Context: an optimization exercise on an open-source flow, tuned for small area and a short achievable clock period. The choices shown serve that exercise and are no tape-out recipe. Function was checked by simulation only, so behaviour that the tests miss may differ from the original. The clock port is modelled as an ideal driver, which makes a skipped or thinned clock tree look cheaper than it is; a real chip needs a root buffer or a tree.

==> run a: inputs <==
==> flow/design.v <==
module mem_responder #(
  parameter int WORDS = 64,
  parameter int WAIT  = 2
) (
  input  logic        clk,
  input  logic        reset,
  input  logic        req,
  input  logic        we,
  input  logic [31:0] adr,
  input  logic [31:0] wd,
  input  logic [3:0]  be,
  output logic [31:0] rd,
  output logic        ready,
  output logic        err
);
  logic [3:0] be_in;
  assign be_in = be;
  logic idle_q, b1_q, b2_q, resp_q, err_q;
  logic p_q;
  logic        we_q;
  logic [63:0] row_q;            
  logic [31:0] wd_q;
  logic [3:0]  be_q;
  logic [3:0]  wbe_n_q;
  logic [31:0] rd_q;
  logic adr_ok, acc;
  assign adr_ok = (adr[1:0] == 2'b00) && (adr[31:8] == 24'd0);
  assign acc    = idle_q && req;
  always_ff @(posedge clk) begin
    if (reset) begin
      idle_q <= 1'b1;
      b1_q   <= 1'b0;
      b2_q   <= 1'b0;
      resp_q <= 1'b0;
      err_q  <= 1'b0;
      wbe_n_q <= 4'hF;
    end else begin
      idle_q <= resp_q || (idle_q && !req);
      b1_q   <= acc && adr_ok;
      b2_q   <= b1_q;
      resp_q <= b2_q || (acc && !adr_ok);
      err_q  <= acc && !adr_ok;
      for (int b = 0; b < 4; b++) wbe_n_q[b] <= !(resp_q && we_q && !err_q && be_q[b]);
    end
  end
  always_ff @(posedge clk) begin
    if (idle_q) begin
      we_q  <= we;
      for (int w = 0; w < 64; w++) row_q[w] <= (adr[7:2] == 6'(w));
      wd_q  <= wd ^ {32{p_q}};
      be_q  <= be_in;
    end
  end
  always_ff @(posedge clk) p_q <= !p_q;
  logic [63:0]   row_n;
  logic [31:0]   wdp;
  logic [2047:0] mem_q, mem_d;
  logic [255:0]  ld;
  always_comb begin
    for (int i = 0; i < 32; i++) wdp[i] = wd_q[i] || wbe_n_q[i / 8];
  end
  genvar gw, gi, gg;
  generate
    for (gw = 0; gw < 64; gw++) begin : g_dec
      mr_inv u_rn (.a(row_q[gw]), .y(row_n[gw]));
      for (gi = 0; gi < 4; gi++) begin : g_ld
        mr_nor2 u_ld (.a(row_n[gw]), .b(wbe_n_q[gi]), .y(ld[4*gw+gi]));
      end
    end
  endgenerate
  generate
    for (gw = 0; gw < 64; gw++) begin : g_w
      for (gi = 0; gi < 32; gi++) begin : g_b
        mr_o22ai u_cell (
          .a1(mem_q[32*gw+gi]), .a2(ld[4*gw+gi/8]),
          .b1(wdp[gi]),         .b2(row_n[gw]),
          .y(mem_d[32*gw+gi])
        );
      end
    end
  endgenerate
  always_ff @(posedge clk) mem_q <= mem_d;
  logic [31:0] raw_d, raw_q;
  generate
    for (gi = 0; gi < 32; gi++) begin : g_rd
      logic [7:0] g;    
      logic [3:0] n;    
      for (gg = 0; gg < 8; gg++) begin : g_g
        logic [7:0] m;
        for (gw = 0; gw < 8; gw++) begin : g_m
          assign m[gw] = mem_q[32*(8*gg+gw)+gi];
        end
        mr_or8 u_g (.m(m), .s(row_q[8*gg +: 8]), .y(g[gg]));
      end
      for (gg = 0; gg < 4; gg++) begin : g_n
        mr_nor2 u_n (.a(g[2*gg]), .b(g[2*gg+1]), .y(n[gg]));
      end
      mr_nand4 u_x (.a(n[0]), .b(n[1]), .c(n[2]), .d(n[3]), .y(raw_d[gi]));
    end
  endgenerate
  always_ff @(posedge clk) raw_q <= raw_d;
  logic rd_en_n;
  assign rd_en_n = !(b2_q && !we_q && !reset);
  logic [31:0] rd_d;
  generate
    for (gi = 0; gi < 32; gi++) begin : g_out
      logic xp;
      mr_xor2 u_p (.a(raw_q[gi]), .b(p_q), .y(xp));
      mr_nor2 u_o (.a(xp), .b(rd_en_n), .y(rd_d[gi]));
    end
  endgenerate
  always_ff @(posedge clk) rd_q <= rd_d;
  assign ready = resp_q;
  assign err   = err_q;
  assign rd    = rd_q;
endmodule
module mr_o22ai (input logic a1, a2, b1, b2, output logic y);
  assign y = !((a1 || a2) && (b1 || b2));
endmodule
module mr_or8 (input logic [7:0] m, input logic [7:0] s, output logic y);
  logic [3:0] t;
  always_comb begin
    for (int i = 0; i < 4; i++) t[i] = !((m[2*i] && s[2*i]) || (m[2*i+1] && s[2*i+1]));
  end
  assign y = !(t[0] && t[1] && t[2] && t[3]);
endmodule
module mr_inv (input logic a, output logic y);
  assign y = !a;
endmodule
module mr_nand4 (input logic a, b, c, d, output logic y);
  assign y = !(a && b && c && d);
endmodule
module mr_nor2 (input logic a, b, output logic y);
  assign y = !(a || b);
endmodule
module mr_xor2 (input logic a, b, output logic y);
  assign y = a ^ b;
endmodule
==> flow/flow/run.sh <==
#!/bin/bash
# The standard layout (standard.sh) with the CTS step replaced and two ORFS settings changed:
#  - port buffers are buf_4 cells (buffer_ports picks a slow delay cell by default);
#  - timing repair may resize a cell to any footprint (sky130hd sets MATCH_CELL_FOOTPRINT=1);
#  - the clock tree is built by flow/cts.tcl (two buffer levels, see flow/clock_tree.tcl)
#    between ORFS's place and route steps.
# Each tool's output goes to its own log here; each ORFS step also keeps its log under orfs/logs.
set -euo pipefail
VARS=(MATCH_CELL_FOOTPRINT=0 "BUFFER_PORTS_ARGS=-buffer_cell sky130_fd_sc_hd__buf_4")
bash standard.sh "${VARS[@]}" place > flow_place.log 2>&1
CTS_SETUP_MARGIN=3.4 openroad -no_init -threads "${NUM_CORES:-4}" -exit flow/cts.tcl > flow_cts.log 2>&1
bash standard.sh "${VARS[@]}" finish > flow_finish.log 2>&1
==> flow/flow/clock_tree.tcl <==
# Clock tree in two levels: the clock port drives four root buffers (buf_16), one per quadrant
# of the flip-flops; each root drives leaf buffers (buf_12), each of which drives a compact
# cluster of at most LEAF_SIZE flip-flop clock pins. Every flip-flop sees the same two buffer
# stages.
set leaf_size [expr {[info exists ::env(LEAF_SIZE)] ? $::env(LEAF_SIZE) : 28}]
set nroot 4
set block [ord::get_db_block]
set db [ord::get_db]
set mbuf [$db findMaster [expr {[info exists ::env(LEAF_CELL)] ? $::env(LEAF_CELL) : "sky130_fd_sc_hd__buf_12"}]]
set mroot [$db findMaster [expr {[info exists ::env(ROOT_CELL)] ? $::env(ROOT_CELL) : "sky130_fd_sc_hd__buf_16"}]]
set clkport [$block findBTerm clk]
set clknet [$clkport getNet]

# sinks: every instance pin on the clock net
set sinks {}
foreach it [$clknet getITerms] {
  set inst [$it getInst]
  set b [$inst getBBox]
  set x [expr {([$b xMin] + [$b xMax]) / 2}]
  set y [expr {([$b yMin] + [$b yMax]) / 2}]
  lappend sinks [list $x $y $it]
}
set n [llength $sinks]
puts "CTS: $n sinks"

# split into nroot groups by x then y (2 x 2)
proc median {vals} { set s [lsort -integer $vals]; return [lindex $s [expr {[llength $s] / 2}]] }
set xs {}; foreach s $sinks { lappend xs [lindex $s 0] }
set xm [median $xs]
set halves [list {} {}]
foreach s $sinks { if {[lindex $s 0] < $xm} { lset halves 0 [concat [lindex $halves 0] [list $s]] } else { lset halves 1 [concat [lindex $halves 1] [list $s]] } }
set groups {}
foreach h $halves {
  set ys {}; foreach s $h { lappend ys [lindex $s 1] }
  set ym [median $ys]
  set lo {}; set hi {}
  foreach s $h { if {[lindex $s 1] < $ym} { lappend lo $s } else { lappend hi $s } }
  lappend groups $lo $hi
}

# cluster each group: columns of sinks sorted by x, each column cut by y into chunks
proc cluster {g k} {
  set n [llength $g]
  set nc [expr {int(ceil(double($n) / $k))}]
  set ncol [expr {max(1, int(round(sqrt($nc))))}]
  set g [lsort -integer -index 0 $g]
  set per [expr {int(ceil(double($n) / $ncol))}]
  set out {}
  for {set c 0} {$c < $ncol} {incr c} {
    set col [lrange $g [expr {$c * $per}] [expr {($c + 1) * $per - 1}]]
    set col [lsort -integer -index 1 $col]
    set m [llength $col]
    set nch [expr {int(ceil(double($m) / $k))}]
    if {$nch == 0} continue
    set sz [expr {int(ceil(double($m) / $nch))}]
    for {set i 0} {$i < $m} {incr i $sz} { lappend out [lrange $col $i [expr {$i + $sz - 1}]] }
  }
  return $out
}

proc centroid {pts} {
  set sx 0; set sy 0
  foreach p $pts { incr sx [lindex $p 0]; incr sy [lindex $p 1] }
  set m [llength $pts]
  return [list [expr {$sx / $m}] [expr {$sy / $m}]]
}

set leafid 0
set rootid 0
foreach g $groups {
  if {[llength $g] == 0} continue
  set rnet [odb::dbNet_create $block "clknet_root_$rootid"]
  $rnet setSigType CLOCK
  set rinst [odb::dbInst_create $block $mroot "clkbuf_root_$rootid"]
  set leaves {}
  foreach cl [cluster $g $leaf_size] {
    set c [centroid $cl]
    set lnet [odb::dbNet_create $block "clknet_leaf_$leafid"]
    $lnet setSigType CLOCK
    set linst [odb::dbInst_create $block $mbuf "clkbuf_leaf_$leafid"]
    $linst setLocation [expr {[lindex $c 0] - 1380}] [expr {[lindex $c 1] - 1360}]
    $linst setPlacementStatus PLACED
    foreach s $cl {
      set it [lindex $s 2]
      $it disconnect
      $it connect $lnet
    }
    [$linst findITerm X] connect $lnet
    [$linst findITerm A] connect $rnet
    lappend leaves $c
    incr leafid
  }
  set c [centroid $leaves]
  $rinst setLocation [expr {[lindex $c 0] - 1380}] [expr {[lindex $c 1] - 1360}]
  $rinst setPlacementStatus PLACED
  [$rinst findITerm X] connect $rnet
  [$rinst findITerm A] connect $clknet
  incr rootid
}
puts "CTS: $rootid roots, $leafid leaves"
==> flow/flow/cts.tcl <==
# Replaces ORFS's CTS step: reads the placed design, builds the clock tree (clock_tree.tcl),
# legalizes, repairs setup and hold as ORFS's cts.tcl does, and writes the files ORFS's next
# step reads.
set res orfs/results/sky130hd/mem_responder/base
set plat $::env(FLOW_HOME)/platforms/sky130hd
read_liberty $plat/lib/sky130_fd_sc_hd__tt_025C_1v80.lib
read_db $res/3_place.odb
read_sdc $res/3_place.sdc
source $plat/setRC.tcl
set_dont_use {sky130_fd_sc_hd__probe_p_8 sky130_fd_sc_hd__probec_p_8 sky130_fd_sc_hd__lpflow_*}

source flow/clock_tree.tcl
set_propagated_clock [all_clocks]
detailed_placement
estimate_parasitics -placement
report_clock_latency
report_clock_skew

repair_timing -setup_margin $::env(CTS_SETUP_MARGIN) -hold_margin 0 -repair_tns 100 -verbose
detailed_placement
check_placement -verbose
estimate_parasitics -placement
report_clock_latency
report_checks -format end -group_path_count 5
report_design_area

write_db $res/4_1_cts.odb
write_sdc -no_timestamp $res/4_cts.sdc
==> flow/standard.sh <==
#!/bin/bash
# synth_recipe.tcl (not shown) runs the flow's synth.tcl, then flattens the netlist and writes it again
# the make line also repeats each setting of config.mk as NAME=value (left out here)
make -C /OpenROAD-flow-scripts/flow DESIGN_CONFIG=/design/flow/config.mk WORK_HOME=/design/flow/orfs CLKGATE_MAP_FILE= SYNTH_SCRIPT=/design/flow/synth_recipe.tcl "${@:-finish}"
==> flow/config.mk <==
export PLATFORM = sky130hd
export DESIGN_NAME = mem_responder
export DESIGN_NICKNAME = mem_responder
export VERILOG_FILES = /design/flow/design.v
export SDC_FILE = /design/flow/constraint.sdc
export NUM_CORES = 4
export LEC_CHECK = 0
export CAP_MARGIN = 20
export CORE_MARGIN = 2
export CORE_UTILIZATION = 36
export SETUP_SLACK_MARGIN = 3.4
export SLEW_MARGIN = 20
export SYNTH_HIERARCHICAL = 1
export SYNTH_MINIMUM_KEEP_SIZE = 0
==> flow/constraint.sdc <==
create_clock -name core_clock -period 5.5 [get_ports {clk}]
set_input_delay 1.1000 -clock core_clock [delete_from_list [all_inputs] [get_ports {clk}]]
set_output_delay 1.1000 -clock core_clock [all_outputs]
set_load 0.01 [all_outputs]
==> run b: changes against run a <==
--- a/flow/design.v
+++ b/flow/design.v
@@ -16,12 +16,11 @@
   logic [3:0] be_in;
   assign be_in = be;
   logic idle_q, b1_q, b2_q, resp_q, err_q;
-  logic p_q;
   logic        we_q;
   logic [63:0] row_q;            
   logic [31:0] wd_q;
   logic [3:0]  be_q;
-  logic [3:0]  wbe_n_q;
+  logic [7:0]  wrg_q;
   logic [31:0] rd_q;
   logic adr_ok, acc;
   assign adr_ok = (adr[1:0] == 2'b00) && (adr[31:8] == 24'd0);
@@ -33,38 +32,41 @@
       b2_q   <= 1'b0;
       resp_q <= 1'b0;
       err_q  <= 1'b0;
-      wbe_n_q <= 4'hF;
+      wrg_q  <= '0;
     end else begin
       idle_q <= resp_q || (idle_q && !req);
       b1_q   <= acc && adr_ok;
       b2_q   <= b1_q;
       resp_q <= b2_q || (acc && !adr_ok);
       err_q  <= acc && !adr_ok;
-      for (int b = 0; b < 4; b++) wbe_n_q[b] <= !(resp_q && we_q && !err_q && be_q[b]);
+      for (int i = 0; i < 8; i++) wrg_q[i] <= resp_q && we_q && !err_q && (row_q[8*i +: 8] != '0);
     end
   end
   always_ff @(posedge clk) begin
     if (idle_q) begin
       we_q  <= we;
       for (int w = 0; w < 64; w++) row_q[w] <= (adr[7:2] == 6'(w));
-      wd_q  <= wd ^ {32{p_q}};
+      wd_q  <= wd;
       be_q  <= be_in;
     end
   end
+  logic p_q;
   always_ff @(posedge clk) p_q <= !p_q;
-  logic [63:0]   row_n;
+  logic [63:0] wsel_n;       
   logic [31:0]   wdp;
   logic [2047:0] mem_q, mem_d;
   logic [255:0]  ld;
+  logic [3:0]    be_n;
   always_comb begin
-    for (int i = 0; i < 32; i++) wdp[i] = wd_q[i] || wbe_n_q[i / 8];
+    for (int b = 0; b < 4; b++) be_n[b] = !be_q[b];
+    for (int i = 0; i < 32; i++) wdp[i] = (wd_q[i] ^ p_q) || be_n[i / 8];
   end
   genvar gw, gi, gg;
   generate
     for (gw = 0; gw < 64; gw++) begin : g_dec
-      mr_inv u_rn (.a(row_q[gw]), .y(row_n[gw]));
+      mr_nand2 u_ws  (.a(row_q[gw]), .b(wrg_q[gw / 8]), .y(wsel_n[gw]));
       for (gi = 0; gi < 4; gi++) begin : g_ld
-        mr_nor2 u_ld (.a(row_n[gw]), .b(wbe_n_q[gi]), .y(ld[4*gw+gi]));
+        mr_nor2 u_ld (.a(wsel_n[gw]), .b(be_n[gi]), .y(ld[4*gw+gi]));
       end
     end
   endgenerate
@@ -73,7 +75,7 @@
       for (gi = 0; gi < 32; gi++) begin : g_b
         mr_o22ai u_cell (
           .a1(mem_q[32*gw+gi]), .a2(ld[4*gw+gi/8]),
-          .b1(wdp[gi]),         .b2(row_n[gw]),
+          .b1(wdp[gi]),         .b2(wsel_n[gw]),
           .y(mem_d[32*gw+gi])
         );
       end
@@ -124,8 +126,8 @@
   end
   assign y = !(t[0] && t[1] && t[2] && t[3]);
 endmodule
-module mr_inv (input logic a, output logic y);
-  assign y = !a;
+module mr_nand2 (input logic a, b, output logic y);
+  assign y = !(a && b);
 endmodule
 module mr_nand4 (input logic a, b, c, d, output logic y);
   assign y = !(a && b && c && d);
--- a/flow/flow/run.sh
+++ b/flow/flow/run.sh
@@ -8,5 +8,5 @@
 set -euo pipefail
 VARS=(MATCH_CELL_FOOTPRINT=0 "BUFFER_PORTS_ARGS=-buffer_cell sky130_fd_sc_hd__buf_4")
 bash standard.sh "${VARS[@]}" place > flow_place.log 2>&1
-CTS_SETUP_MARGIN=3.4 openroad -no_init -threads "${NUM_CORES:-4}" -exit flow/cts.tcl > flow_cts.log 2>&1
+CTS_SETUP_MARGIN=3.3 openroad -no_init -threads "${NUM_CORES:-4}" -exit flow/cts.tcl > flow_cts.log 2>&1
 bash standard.sh "${VARS[@]}" finish > flow_finish.log 2>&1
--- a/flow/flow/clock_tree.tcl
+++ b/flow/flow/clock_tree.tcl
@@ -2,7 +2,7 @@
 # of the flip-flops; each root drives leaf buffers (buf_12), each of which drives a compact
 # cluster of at most LEAF_SIZE flip-flop clock pins. Every flip-flop sees the same two buffer
 # stages.
-set leaf_size [expr {[info exists ::env(LEAF_SIZE)] ? $::env(LEAF_SIZE) : 28}]
+set leaf_size [expr {[info exists ::env(LEAF_SIZE)] ? $::env(LEAF_SIZE) : 24}]
 set nroot 4
 set block [ord::get_db_block]
 set db [ord::get_db]
--- a/flow/config.mk
+++ b/flow/config.mk
@@ -7,8 +7,8 @@
 export LEC_CHECK = 0
 export CAP_MARGIN = 20
 export CORE_MARGIN = 2
-export CORE_UTILIZATION = 36
-export SETUP_SLACK_MARGIN = 3.4
+export CORE_UTILIZATION = 40
+export SETUP_SLACK_MARGIN = 3.3
 export SLEW_MARGIN = 20
 export SYNTH_HIERARCHICAL = 1
 export SYNTH_MINIMUM_KEEP_SIZE = 0
==> flow_summary.json <==
{
  "run_status": "no timing/DRC/antenna violations",
  "p_int_uw": 23200,
  "powerSeq_uw": 19700,
  "reg2reg_slack_ns": 3.21,
  "grt_pass1_vias": 56246
}
Source of the figures above: run b

==> flow_summary.json <==
{
  "place.gp.congestion": 0.888,
  "run_status": "no timing/DRC/antenna violations",
  "postLayoutCellArea_mm2": 0.0810,
  "p_int_uw": 23000,
  "ant_nets": 0,
  "reg2reg_slack_ns": 3.30,
  "crit_path_start": "wbe_n_q[1]"
}
Source of the figures above: run a

No run of this note takes its clock network from TritonCTS; it comes from the design's own scripts or RTL.

## afterwards: timing with drivers on the ports
How much do the figures lean on ideal ports? The routed layouts below were timed once more, with nothing changed but the port constraints.
Step 1, drivers: a clkbuf_16 drives clk and a buf_2 each remaining input, both assumed.
Step 2 adds t to the input delays and takes it off the output delays; t is the mean of the earliest and latest rising clock arrival at the registers after step 1. Input paths then give back, and output paths get back, about the clock's delay inside the block.
Three values: ideal ports, drivers, drivers and shift; two values: the first two.
run	shift t [ns]	slack for setup (ns)	latest minus earliest clock arrival (ns)	worst register clock-pin slew, ns	worst data-port slew with drivers (ns)
run a	0.740	3.300 / 3.108 / 2.893	0.070 / 0.070	0.12 / 0.12	0.22
run b	0.748	3.214 / 3.163 / 2.908	0.035 / 0.035	0.10 / 0.10	0.20
After both steps every run listed still meets setup and hold. The setup slack of run a, which loses most, moves by -0.192 ns with the drivers and by -0.407 ns with both steps.
